What follows belongs to an exercise in optimizing a design on an open flow for small area, a short achievable clock period and few clock cycles per item; a production flow would make more cautious choices. In this exercise RTL edits were held to simulation tests only and were not proved equivalent to the original.

==> sierra: inputs <==
==> flow/design.v (excerpt) <==
module aes_dec_top (
    input  logic        clk,
    input  logic        rst_n,
    input  logic        avs_read_i,
    input  logic        avs_write_i,
    input  logic [3:0]  avs_address_i,
    input  logic [31:0] avs_writedata_i,
    output logic [31:0] avs_readdata_o,
    output logic        avs_waitrequest_o
);
==> module aes_key_expand, before the edit <==
module aes_key_expand (
    input  logic         clk,
    input  logic         rst_n,
    input  logic         expand_start_i,
    input  logic         decrypt_start_i,
    input  logic         decrypt_busy_i,
    input  logic         key_write_i,
    input  logic [127:0] cipher_key_i,
    output logic         key_ready_o,
    output logic         last_round_o,
    output logic [127:0] whiten_key_o,
    output logic [127:0] round_key_o
);
    function automatic logic [7:0] get_byte(input logic [127:0] b, input integer n);
        get_byte = b[8*(15-n) +: 8];
    endfunction
    function automatic logic [31:0] get_word(input logic [127:0] b, input integer k);
        get_word = {get_byte(b, k + 12), get_byte(b, k + 8), get_byte(b, k + 4), get_byte(b, k)};
    endfunction
    function automatic logic [7:0] rcon(input logic [3:0] i);
        case (i)
            4'd1:    rcon = 8'h01;
            4'd2:    rcon = 8'h02;
            4'd3:    rcon = 8'h04;
            4'd4:    rcon = 8'h08;
            4'd5:    rcon = 8'h10;
            4'd6:    rcon = 8'h20;
            4'd7:    rcon = 8'h40;
            4'd8:    rcon = 8'h80;
            4'd9:    rcon = 8'h1b;
            4'd10:   rcon = 8'h36;
            default: rcon = 8'h00;
        endcase
    endfunction
    localparam logic [3:0] LAST_IDX = 4'(10);
    logic [127:0] rk_q;      
    logic [3:0]   idx_q;
    logic [31:0]  sub_q;     
    logic         clean_q;   
    logic         walk;      
    logic         last;      
    logic         fast;      
    logic         fwd;       
    logic         step_back;
    logic [31:0]  k0, k1, k2, k3;
    logic [31:0]  sub;
    logic [31:0]  w0;
    logic [127:0] fwd_key;
    logic [127:0] bwd_key;
    assign {k0, k1, k2, k3} = rk_q;
    assign walk      = !decrypt_busy_i && (idx_q != LAST_IDX);
    assign last      = decrypt_busy_i && (idx_q == 4'd1);
    assign fast      = last && clean_q;
    assign fwd       = walk || fast;
    assign step_back = decrypt_start_i || (decrypt_busy_i && idx_q != 4'd1);
    for (genvar i = 0; i < 4; i++) begin : g_sbox
        aes_sbox u_sbox (.x(sub_q[8*((i+3)%4) +: 8]), .y(sub[8*i +: 8]));
    end
    assign w0      = k0 ^ sub ^ {rcon(fwd ? idx_q + 4'd1 : idx_q), 24'h000000};
    assign fwd_key = {w0, k1 ^ w0, k2 ^ k1 ^ w0, k3 ^ k2 ^ k1 ^ w0};
    assign bwd_key = {w0, k0 ^ k1, k1 ^ k2, k2 ^ k3};
    always_ff @(posedge clk) begin
        if (!rst_n) begin
            idx_q <= LAST_IDX;
        end else if (expand_start_i) begin
            idx_q <= 4'd0;
        end else if (step_back) begin
            idx_q <= idx_q - 4'd1;
        end else if (fwd) begin
            idx_q <= idx_q + 4'd1;
        end
    end
    always_ff @(posedge clk) begin
        if (!rst_n) begin
            clean_q <= 1'b0;
        end else if (expand_start_i) begin
            clean_q <= 1'b1;
        end else if (key_write_i) begin
            clean_q <= 1'b0;
        end
    end
    always_ff @(posedge clk) begin
        if (expand_start_i) begin
            rk_q  <= cipher_key_i;
            sub_q <= cipher_key_i[31:0];
        end else if (step_back) begin
            rk_q  <= bwd_key;
            if (idx_q == 4'd2 && clean_q) begin
                sub_q <= k3 ^ k2;              
            end else begin
                sub_q <= k3 ^ k1;              
            end
        end else if (last && !clean_q) begin
            sub_q <= k3;                       
        end else if (fwd) begin
            rk_q  <= fwd_key;
            if (idx_q == LAST_IDX - 4'd1) begin
                sub_q <= k3;                   
            end else begin
                sub_q <= fwd_key[31:0];
            end
        end
    end
    assign key_ready_o  = (idx_q == LAST_IDX) && !decrypt_busy_i;
    assign last_round_o = (idx_q == 4'd1);
    assign whiten_key_o = rk_q;
    assign round_key_o  = {fast ? cipher_key_i[127:96] : w0, bwd_key[95:0]};
endmodule
make LEC_CHECK=0 CAP_MARGIN=20 CORE_MARGIN=2 CORE_UTILIZATION=30 PLACE_DENSITY=0.9 SETUP_SLACK_MARGIN=1.4 SLEW_MARGIN=20 SYNTH_HIERARCHICAL=1 finish   # period 9.0 ns
run.sh (not shown) runs the stock make flow with config.mk's settings and CLKGATE_MAP_FILE= SYNTH_SCRIPT=/design/flow/synth_recipe.tcl, a recipe that flattens the netlist after the stock synthesis.
==> nickel: changes against sierra <==
--- a/flow/design.v
+++ b/flow/design.v
@@ -29,13 +29,12 @@
     input  logic         decrypt_busy_i,
     input  logic         key_ready_i,
     input  logic [127:0] plaintext_i,
     output logic [31:0]  avs_readdata_o,
     output logic         avs_waitrequest_o,
     output logic         expand_start_o,
-    output logic         key_write_o,
     output logic         decrypt_start_o,
     output logic [127:0] cipher_key_o,
     output logic [127:0] ciphertext_o
 );
     function automatic logic [7:0] get_byte(input logic [127:0] b, input integer n);
         get_byte = b[8*(15-n) +: 8];
@@ -69,18 +68,17 @@
     assign addr    = avs_address_i;
     assign sel_key = (addr[3:2] == 2'd0);
     assign sel_ct  = (addr[3:2] == 2'd1);
     assign sel_exp = (addr == 4'(8));
     assign sel_dec = (addr == 4'(9));
     assign avs_waitrequest_o = (avs_read_i  && sel_key && decrypt_busy_i) ||
-                               (avs_write_i && (sel_key || sel_exp) && decrypt_busy_i) ||
+                               (avs_write_i && sel_exp && decrypt_busy_i) ||
                                (avs_write_i && sel_dec && !key_ready_i);
     assign wr_acc          = avs_write_i && !avs_waitrequest_o;
     assign expand_start_o  = wr_acc && sel_exp;
     assign decrypt_start_o = wr_acc && sel_dec;
-    assign key_write_o     = wr_acc && sel_key;
     always_ff @(posedge clk) begin
         for (int k = 0; k < 4; k++) begin
             for (int i = 0; i < 4; i++) begin
                 if (wr_acc && sel_key && addr[1:0] == 2'(k)) begin
                     key_q[8*(15-(k+4*i)) +: 8] <= avs_writedata_i[8*i +: 8];
                 end
@@ -103,13 +101,12 @@
 module aes_key_expand (
     input  logic         clk,
     input  logic         rst_n,
     input  logic         expand_start_i,
     input  logic         decrypt_start_i,
     input  logic         decrypt_busy_i,
-    input  logic         key_write_i,
     input  logic [127:0] cipher_key_i,
     output logic         key_ready_o,
     output logic         last_round_o,
     output logic [127:0] whiten_key_o,
     output logic [127:0] round_key_o
 );
@@ -135,81 +132,61 @@
         endcase
     endfunction
     localparam logic [3:0] LAST_IDX = 4'(10);
     logic [127:0] rk_q;      
     logic [3:0]   idx_q;
     logic [31:0]  sub_q;     
-    logic         clean_q;   
     logic         walk;      
-    logic         last;      
-    logic         fast;      
-    logic         fwd;       
     logic         step_back;
     logic [31:0]  k0, k1, k2, k3;
     logic [31:0]  sub;
     logic [31:0]  w0;
     logic [127:0] fwd_key;
     logic [127:0] bwd_key;
     assign {k0, k1, k2, k3} = rk_q;
     assign walk      = !decrypt_busy_i && (idx_q != LAST_IDX);
-    assign last      = decrypt_busy_i && (idx_q == 4'd1);
-    assign fast      = last && clean_q;
-    assign fwd       = walk || fast;
     assign step_back = decrypt_start_i || (decrypt_busy_i && idx_q != 4'd1);
     for (genvar i = 0; i < 4; i++) begin : g_sbox
         aes_sbox u_sbox (.x(sub_q[8*((i+3)%4) +: 8]), .y(sub[8*i +: 8]));
     end
-    assign w0      = k0 ^ sub ^ {rcon(fwd ? idx_q + 4'd1 : idx_q), 24'h000000};
+    assign w0      = k0 ^ sub ^ {rcon(walk ? idx_q + 4'd1 : idx_q), 24'h000000};
     assign fwd_key = {w0, k1 ^ w0, k2 ^ k1 ^ w0, k3 ^ k2 ^ k1 ^ w0};
     assign bwd_key = {w0, k0 ^ k1, k1 ^ k2, k2 ^ k3};
     always_ff @(posedge clk) begin
         if (!rst_n) begin
             idx_q <= LAST_IDX;
         end else if (expand_start_i) begin
             idx_q <= 4'd0;
         end else if (step_back) begin
             idx_q <= idx_q - 4'd1;
-        end else if (fwd) begin
+        end else if (walk) begin
             idx_q <= idx_q + 4'd1;
         end
     end
     always_ff @(posedge clk) begin
-        if (!rst_n) begin
-            clean_q <= 1'b0;
-        end else if (expand_start_i) begin
-            clean_q <= 1'b1;
-        end else if (key_write_i) begin
-            clean_q <= 1'b0;
-        end
-    end
-    always_ff @(posedge clk) begin
         if (expand_start_i) begin
             rk_q  <= cipher_key_i;
             sub_q <= cipher_key_i[31:0];
         end else if (step_back) begin
             rk_q  <= bwd_key;
-            if (idx_q == 4'd2 && clean_q) begin
-                sub_q <= k3 ^ k2;              
-            end else begin
-                sub_q <= k3 ^ k1;              
-            end
-        end else if (last && !clean_q) begin
+            sub_q <= k3 ^ k1;                  
+        end else if (decrypt_busy_i) begin
             sub_q <= k3;                       
-        end else if (fwd) begin
+        end else if (walk) begin
             rk_q  <= fwd_key;
             if (idx_q == LAST_IDX - 4'd1) begin
                 sub_q <= k3;                   
             end else begin
                 sub_q <= fwd_key[31:0];
             end
         end
     end
     assign key_ready_o  = (idx_q == LAST_IDX) && !decrypt_busy_i;
     assign last_round_o = (idx_q == 4'd1);
     assign whiten_key_o = rk_q;
-    assign round_key_o  = {fast ? cipher_key_i[127:96] : w0, bwd_key[95:0]};
+    assign round_key_o  = bwd_key;
 endmodule
 `timescale 1ns/1ps
 module aes_dec_core (
     input  logic         clk,
     input  logic         rst_n,
     input  logic         decrypt_start_i,
@@ -852,13 +829,12 @@
     input  logic [3:0]  avs_address_i,
     input  logic [31:0] avs_writedata_i,
     output logic [31:0] avs_readdata_o,
     output logic        avs_waitrequest_o
 );
     logic         expand_start;
-    logic         key_write;
     logic         decrypt_start;
     logic         decrypt_busy;
     logic         key_ready;
     logic         last_round;
     logic [127:0] cipher_key;
     logic [127:0] ciphertext;
@@ -874,24 +850,22 @@
         .decrypt_busy_i    (decrypt_busy),
         .key_ready_i       (key_ready),
         .plaintext_i       (plaintext),
         .avs_readdata_o    (avs_readdata_o),
         .avs_waitrequest_o (avs_waitrequest_o),
         .expand_start_o    (expand_start),
-        .key_write_o       (key_write),
         .decrypt_start_o   (decrypt_start),
         .cipher_key_o      (cipher_key),
         .ciphertext_o      (ciphertext)
     );
     aes_key_expand i_aes_key_expand (
         .clk             (clk),
         .rst_n           (rst_n),
         .expand_start_i  (expand_start),
         .decrypt_start_i (decrypt_start),
         .decrypt_busy_i  (decrypt_busy),
-        .key_write_i     (key_write),
         .cipher_key_i    (cipher_key),
         .key_ready_o     (key_ready),
         .last_round_o    (last_round),
         .whiten_key_o    (whiten_key),
         .round_key_o     (round_key)
     );
--- a/flow/config.mk
+++ b/flow/config.mk
@@ -5,10 +5,9 @@
 export SDC_FILE = /design/flow/constraint.sdc
 export NUM_CORES = 8
 export LEC_CHECK = 0
 export CAP_MARGIN = 20
 export CORE_MARGIN = 2
 export CORE_UTILIZATION = 30
-export PLACE_DENSITY = 0.9
-export SETUP_SLACK_MARGIN = 1.4
+export SETUP_SLACK_MARGIN = 2.1
 export SLEW_MARGIN = 20
 export SYNTH_HIERARCHICAL = 1
==> zinc: changes against sierra <==
--- a/flow/design.v
+++ b/flow/design.v
@@ -134,82 +134,80 @@
             default: rcon = 8'h00;
         endcase
     endfunction
     localparam logic [3:0] LAST_IDX = 4'(10);
     logic [127:0] rk_q;      
     logic [3:0]   idx_q;
-    logic [31:0]  sub_q;     
     logic         clean_q;   
     logic         walk;      
     logic         last;      
     logic         fast;      
     logic         fwd;       
+    logic         fwd_q;     
+    logic         fast_q;    
     logic         step_back;
-    logic [31:0]  k0, k1, k2, k3;
+    logic         busy_d;
+    logic [3:0]   idx_d;
+    logic         clean_d;
+    logic [31:0]  k0, k1, k2, k3p;
+    logic [31:0]  sub_in;
     logic [31:0]  sub;
-    logic [31:0]  w0;
-    logic [127:0] fwd_key;
-    logic [127:0] bwd_key;
-    assign {k0, k1, k2, k3} = rk_q;
+    logic [31:0]  t;
+    logic [127:0] nxt_key;
+    assign {k0, k1, k2, k3p} = rk_q;
     assign walk      = !decrypt_busy_i && (idx_q != LAST_IDX);
     assign last      = decrypt_busy_i && (idx_q == 4'd1);
     assign fast      = last && clean_q;
     assign fwd       = walk || fast;
     assign step_back = decrypt_start_i || (decrypt_busy_i && idx_q != 4'd1);
+    assign sub_in = fwd_q ? (k2 ^ k3p) : k3p;
     for (genvar i = 0; i < 4; i++) begin : g_sbox
-        aes_sbox u_sbox (.x(sub_q[8*((i+3)%4) +: 8]), .y(sub[8*i +: 8]));
+        aes_sbox u_sbox (.x(sub_in[8*((i+3)%4) +: 8]), .y(sub[8*i +: 8]));
     end
-    assign w0      = k0 ^ sub ^ {rcon(fwd ? idx_q + 4'd1 : idx_q), 24'h000000};
-    assign fwd_key = {w0, k1 ^ w0, k2 ^ k1 ^ w0, k3 ^ k2 ^ k1 ^ w0};
-    assign bwd_key = {w0, k0 ^ k1, k1 ^ k2, k2 ^ k3};
-    always_ff @(posedge clk) begin
-        if (!rst_n) begin
-            idx_q <= LAST_IDX;
-        end else if (expand_start_i) begin
-            idx_q <= 4'd0;
+    assign t = k0 ^ sub ^ {rcon(fwd_q ? idx_q + 4'd1 : idx_q), 24'h000000};
+    assign nxt_key = {t,
+                      k1 ^ (fwd ? t : k0),
+                      k1 ^ k2 ^ (fwd ? t : 32'h0),
+                      k2 ^ k3p ^ (fwd ? 32'h0 : k1)};
+    always_comb begin
+        if (expand_start_i) begin
+            idx_d = 4'd0;
         end else if (step_back) begin
-            idx_q <= idx_q - 4'd1;
+            idx_d = idx_q - 4'd1;
         end else if (fwd) begin
-            idx_q <= idx_q + 4'd1;
+            idx_d = idx_q + 4'd1;
+        end else begin
+            idx_d = idx_q;
         end
     end
+    assign clean_d = expand_start_i || (clean_q && !key_write_i);
+    assign busy_d = decrypt_start_i || (decrypt_busy_i && !last);
     always_ff @(posedge clk) begin
         if (!rst_n) begin
+            idx_q   <= LAST_IDX;
             clean_q <= 1'b0;
-        end else if (expand_start_i) begin
-            clean_q <= 1'b1;
-        end else if (key_write_i) begin
-            clean_q <= 1'b0;
+            fwd_q   <= 1'b0;
+            fast_q  <= 1'b0;
+        end else begin
+            idx_q   <= idx_d;
+            clean_q <= clean_d;
+            fwd_q   <= (!busy_d && idx_d != LAST_IDX) || (busy_d && idx_d == 4'd1 && clean_d);
+            fast_q  <= busy_d && idx_d == 4'd1 && clean_d;
         end
     end
     always_ff @(posedge clk) begin
         if (expand_start_i) begin
-            rk_q  <= cipher_key_i;
-            sub_q <= cipher_key_i[31:0];
-        end else if (step_back) begin
-            rk_q  <= bwd_key;
-            if (idx_q == 4'd2 && clean_q) begin
-                sub_q <= k3 ^ k2;              
-            end else begin
-                sub_q <= k3 ^ k1;              
-            end
-        end else if (last && !clean_q) begin
-            sub_q <= k3;                       
-        end else if (fwd) begin
-            rk_q  <= fwd_key;
-            if (idx_q == LAST_IDX - 4'd1) begin
-                sub_q <= k3;                   
-            end else begin
-                sub_q <= fwd_key[31:0];
-            end
+            rk_q <= {cipher_key_i[127:32], cipher_key_i[63:32] ^ cipher_key_i[31:0]};
+        end else if (step_back || fwd) begin
+            rk_q <= nxt_key;
         end
     end
     assign key_ready_o  = (idx_q == LAST_IDX) && !decrypt_busy_i;
     assign last_round_o = (idx_q == 4'd1);
-    assign whiten_key_o = rk_q;
-    assign round_key_o  = {fast ? cipher_key_i[127:96] : w0, bwd_key[95:0]};
+    assign whiten_key_o = {k0, k1, k2, k2 ^ k3p};
+    assign round_key_o  = {fast_q ? cipher_key_i[127:96] : t, k0 ^ k1, k1 ^ k2, k3p};
 endmodule
 `timescale 1ns/1ps
 module aes_dec_core (
     input  logic         clk,
     input  logic         rst_n,
     input  logic         decrypt_start_i,
==> flow/flow/run.sh (new file) <==
#!/bin/bash
# Own flow: the standard ORFS layout (standard.sh, unchanged steps and
# settings) plus extra ORFS make variables from flow/make_args.txt. The only
# one used here picks the cell that buffer_ports puts on every input and
# output port (a plain buffer instead of the delay buffer it picks itself).
# ORFS writes each step's log under orfs/logs; make's own output goes to
# standard.log here.
set -uo pipefail
ARGS=$(tr '\n' ' ' < flow/make_args.txt)
sed "s|\"\${@:-finish}\"|$ARGS \"\${@:-finish}\"|" standard.sh > my_standard.sh
bash my_standard.sh > standard.log 2>&1
==> flow/flow/make_args.txt (new file) <==
BUFFER_PORTS_ARGS="-buffer_cell sky130_fd_sc_hd__buf_1"
==> flow/standard.sh (new file) <==
#!/bin/bash
# synth_recipe.tcl (not shown) runs the flow's synth.tcl, then flattens the netlist and writes it again
# the make line also repeats each setting of config.mk as NAME=value (left out here)
make -C /OpenROAD-flow-scripts/flow DESIGN_CONFIG=/design/flow/config.mk WORK_HOME=/design/flow/orfs CLKGATE_MAP_FILE= SYNTH_SCRIPT=/design/flow/synth_recipe.tcl "${@:-finish}"
--- a/flow/config.mk
+++ b/flow/config.mk
@@ -5,10 +5,11 @@
 export SDC_FILE = /design/flow/constraint.sdc
 export NUM_CORES = 8
 export LEC_CHECK = 0
 export CAP_MARGIN = 20
 export CORE_MARGIN = 2
 export CORE_UTILIZATION = 30
-export PLACE_DENSITY = 0.9
+export CTS_BUF_LIST = sky130_fd_sc_hd__clkbuf_8
+export CTS_CLUSTER_SIZE = 30
 export SETUP_SLACK_MARGIN = 1.4
 export SLEW_MARGIN = 20
 export SYNTH_HIERARCHICAL = 1
removed: flow/run.sh
==> summary of the runs <==
- Worst hold slack, highest first: nickel, zinc, sierra.
- Core utilization: nickel > zinc > sierra.
- Against zinc, the global-route usage of nickel is higher by 0.74 points.
- The lowest cell count belongs to zinc, the highest to sierra.
- Of nickel and sierra, sierra has the higher synthesized cell count (gap 4.1%, measured against sierra).
- Non-clock buffer count: sierra < zinc < nickel.
- Critical path depth: sierra < zinc < nickel.
- Against nickel, the clock-buffer cell count of sierra is higher by 3.
==> figures <==
	sierra	nickel	zinc
Result of the run	timing/DRC/antenna clean	timing/DRC/antenna clean	timing/DRC/antenna clean
Routability congestion estimate	1.024	0.9800	0.9627
Number of antenna cells inserted	12	5	5
Critical Path RT	9450 ps	9440 ps	9460 ps
Final Non-Filler Cells	8,235	8,161	7,879
Area of placed instances	0.05779 mm^2	0.05675 mm^2	0.05457 mm^2
Final clock skew	47.05 ps	30.90 ps	50.95 ps
CTS sink cnt	550	549	520
Number of clock buffers inserted by TritonCTS	66	61	95
Pin count of the biggest net entering global routing	100	183	162
Largest fanout of any net on the critical path	6	4	5
Terminus of the critical flop-to-flop path	i_aes_dec_core.state_q[7]	i_aes_dec_core.state_q[11]	i_aes_dec_core.state_q[98]
Number of buffers and inverters on the critical path	0	2	1
GR met1 Demand/Resource	21.23%	26.25%	24.75%
CTS H-tree lvls	3	2	3
Cell count of the worst reg-to-reg path	24	26	25
Non-clock buffer contribution to total cell area	1.923%	4.543%	1.939%
Proportion of layout cells with a drive suffix above 1	9.043%	19.03%	11.94%
Core area	0.1874 mm^2	0.1827 mm^2	0.1778 mm^2
Testbench counts of sierra, summed over its fixed seeds: cycles 18,222, blocks 895.
Testbench counts of nickel, summed over its fixed seeds: cycles 18,925, blocks 895.
Testbench counts of zinc, summed over its fixed seeds: cycles 18,222, blocks 895.

## port drivers added, routing unchanged
Ports are ideal in the flow. The routed layouts listed here were re-timed in OpenROAD. Step 1 sets driving cells, clkbuf_16 on the clock port and buf_2 on the other inputs (assumed; they add their load-dependent delay and slew). Step 2 times the ports against the registers' clock, not the clock port: input delays grow and output delays shrink by t, the midpoint of the rising clock arrivals with the driver on. a / b / c = ideal / step 1 / step 2; a / b = the first two.
run | t, ns | slack for setup (ns) | latest minus earliest clock arrival (ns)
sierra | 0.687 | 1.707 / 1.707 / 1.707 | 0.049 / 0.048
nickel | 0.730 | 2.121 / 2.121 / 2.121 | 0.031 / 0.031
zinc | 0.831 | 1.684 / 1.684 / 1.684 | 0.053 / 0.052
After both steps every run listed still meets setup and hold.
